Background: an optimization exercise with open tools, aiming at small area, a short achievable clock period and few clock cycles. Do not read the settings as production practice. In this exercise RTL edits were held to simulation tests only and were not proved equivalent to the original. Power and IR drop assume default switching activity.

## stack_with_min_max_mean_top
module stack_with_min_max_mean_top (
	input  logic                                  clk,
	input  logic                                  arst_n,
	input  logic                                  req_valid,
	output logic                                  req_ready,
	input  logic [stkstat_pkg::KIND_W-1:0]        req_kind,
	input  logic signed [stkstat_pkg::VAL_W-1:0]  req_value,
	output logic                                  rsp_valid,
	input  logic                                  rsp_ready,
	output logic [stkstat_pkg::STAT_W-1:0]        rsp_status,
	output logic signed [stkstat_pkg::VAL_W-1:0]  rsp_popped,
	output logic signed [stkstat_pkg::VAL_W-1:0]  rsp_minimum,
	output logic signed [stkstat_pkg::VAL_W-1:0]  rsp_maximum,
	output logic signed [stkstat_pkg::MEAN_W-1:0] rsp_mean_q8,
	output logic [stkstat_pkg::FILL_W-1:0]        rsp_fill,
	input  logic                                  cfg_valid,
	output logic                                  cfg_ready,
	input  logic [stkstat_pkg::FILL_W-1:0]        cfg_data
);
clock: 8.0 ns
lec_check: 0
cap_margin: 20
core_margin: 2
core_utilization: 45
cts_buf_list: sky130_fd_sc_hd__clkbuf_8
cts_cluster_diameter: 50
cts_cluster_size: 14
setup_slack_margin: 3.5
slew_margin: 20
tns_end_percent: 10
run.sh (not shown) runs the stock make flow with config.mk's settings and CLKGATE_MAP_FILE= SYNTH_SCRIPT=/design/flow/synth_recipe.tcl, a recipe that flattens the netlist after the stock synthesis.
The baseline produced a clean layout.
Testbench counts at the start, summed over its fixed seeds: cycles 20,225.
Next try:
--- a/flow/design.v
+++ b/flow/design.v
@@ -99,25 +99,24 @@
 	input  logic                                  cfg_valid,
 	output logic                                  cfg_ready,
 	input  logic [stkstat_pkg::FILL_W-1:0]        cfg_data
 );
 	localparam int DEPTH = stkstat_pkg::DEPTH;
 	localparam int VAL_W = stkstat_pkg::VAL_W;
 	localparam int SUM_W = stkstat_pkg::SUM_W;
 	localparam int NT        = 10;
 	localparam int STEPS_PER = 2;
 	logic             rq_vld;
 	logic [1:0]       rq_kind;
 	logic [31:0]      rq_val;
-	logic [31:0]      rq_wdn;      
 	logic [6:0]       rq_cap;
 	logic [6:0]       cap_q;
 	logic             o_vld;
 	logic             o_free;
 	logic             e_exit;
 	logic             recirc;
 	logic             rq_free;
 	logic             acc;
 	assign o_free    = !o_vld || rsp_ready;
 	assign req_ready = rq_free;
 	assign acc       = req_valid && rq_free;
 	assign cfg_ready = 1'b1;
@@ -125,25 +124,24 @@
 		if (!arst_n) begin
 			rq_vld <= 1'b0;
 			cap_q  <= stkstat_pkg::CAP_RESET;
 		end else begin
 			if (cfg_valid) cap_q <= cfg_data;
 			if (rq_free) rq_vld <= req_valid;
 		end
 	end
 	always_ff @(posedge clk) begin
 		if (acc) begin
 			rq_kind <= req_kind;
 			rq_val  <= req_value;
-			rq_wdn  <= ~req_value;
 			rq_cap  <= cap_q;
 		end
 	end
 	logic [6:0]              fill_q;
 	logic [DEPTH-1:0]        therm_q;     
 	logic [VAL_W-1:0]        ent_q [DEPTH];
 	logic [DEPTH-1:0]        fmin_q, fmax_q;
 	logic signed [SUM_W-1:0] sum_q;
 	logic signed [31:0]      top_q, min_q, max_q, minb_q, maxb_q;
 	logic              ex;
 	logic              full_q, full_nx;
 	logic [6:0]        cap_nx, fill_p1, fill_m1;
@@ -227,60 +225,58 @@
 	end
 	always_ff @(posedge clk or negedge arst_n) begin
 		if (!arst_n) fl_vld_q <= 1'b0;
 		else         fl_vld_q <= ex && push_ok;
 	end
 	always_ff @(posedge clk) begin
 		fl_min_q <= lt_min;
 		fl_max_q <= gt_max;
 		psel_q   <= psel_nx;
 	end
 	for (genvar g = 0; g < DEPTH; g++) begin : g_ent
 		always_ff @(posedge clk) begin
-			if (wsel[g]) begin
-				ent_q[g] <= ~rq_wdn;
+			if (ex && push_ok && wsel[g]) begin
+				ent_q[g] <= rq_val;
 			end
 			if (fl_vld_q && p1[g]) begin
 				fmin_q[g] <= fl_min_q;
 				fmax_q[g] <= fl_max_q;
 			end
 		end
 	end
 	always_ff @(posedge clk or negedge arst_n) begin
 		if (!arst_n) begin
 			fill_q  <= '0;
 			therm_q <= '0;
 			full_q  <= 1'b0;
 			fix_q   <= 1'b0;
 		end else begin
 			full_q <= full_nx;
 			fix_q  <= fix_nx;
 			if (ex) begin
 				fill_q <= fill_n;
 				if (push_ok) therm_q <= {therm_q[DEPTH-2:0], 1'b1};
 				if (pop_ok)  therm_q <= {1'b0, therm_q[DEPTH-1:1]};
 			end
 		end
 	end
-	logic [SUM_W-1:0] sum_push;
-	logic [SUM_W:0]   sum_pop;
-	assign sum_push = sum_q + {{(SUM_W-32){rq_val[31]}}, rq_val};
-	assign sum_pop  = {sum_q, 1'b1} + {~{{(SUM_W-32){top_q[31]}}, top_q}, 1'b1};
+	logic [SUM_W-1:0] sum_add;
+	logic [SUM_W:0]   sum_ci;
+	assign sum_add = push_ok ? {{(SUM_W-32){rq_val[31]}}, rq_val} : ~{{(SUM_W-32){top_q[31]}}, top_q};
+	assign sum_ci  = {sum_q, 1'b1} + {sum_add, !push_ok};
 	always_ff @(posedge clk or negedge arst_n) begin
 		if (!arst_n) begin
 			sum_q <= '0;
-		end else if (ex && push_ok) begin
-			sum_q <= sum_push;
-		end else if (ex && pop_ok) begin
-			sum_q <= sum_pop[SUM_W:1];
+		end else if (ex && (push_ok || pop_ok)) begin
+			sum_q <= sum_ci[SUM_W:1];
 		end
 	end
 	always_ff @(posedge clk) begin
 		if (ex && push_ok) begin
 			top_q  <= rq_val;
 			min_q  <= lt_min ? signed'(rq_val) : min_q;
 			max_q  <= gt_max ? signed'(rq_val) : max_q;
 			minb_q <= min_q;
 			maxb_q <= max_q;
 		end
 		if (ex && pop_ok) begin
 			top_q    <= rd;
Combinational power is higher by 16%.
Setup slack got worse by 0.34 ns.
Count of clock-buffer cells in the layout is lower by 4.
Global-route usage is higher by 0.55 points.
Die area is lower by about 1.8%.
Testbench counts after the change, summed over its fixed seeds: cycles 20,225.

-- what the ideal ports hide --
No port has a modelled driver above. Below, the same layouts with a new extraction and two added sets of constraints. Step 1 (the two cells are an assumption about what drives the block):
set clk [get_ports {clk}]
set_driving_cell -lib_cell sky130_fd_sc_hd__clkbuf_16 $clk
set_driving_cell -lib_cell sky130_fd_sc_hd__buf_2 [delete_from_list [all_inputs] $clk]
Step 2 times the ports against the registers' clock, not the clock port: input delays grow and output delays shrink by t, the midpoint of the rising clock arrivals with the driver on. a / b / c = ideal / step 1 / step 2; a / b = the first two.
run | t, ns | slack for setup (ns) | latest minus earliest clock arrival (ns) | worst register clock-pin slew, ns | worst data-port slew with drivers (ns)
the first run | 1.256 | 3.450 / 3.449 / 2.326 | 0.172 / 0.172 | 0.10 / 0.10 | 0.15
the second run | 1.248 | 3.105 / 3.188 / 1.939 | 0.175 / 0.175 | 0.10 / 0.10 | 0.07
After both steps setup and hold are still met in every run listed. For the second run, which loses most, drivers alone change the setup slack by +0.083 ns; drivers and shift together by -1.166 ns.
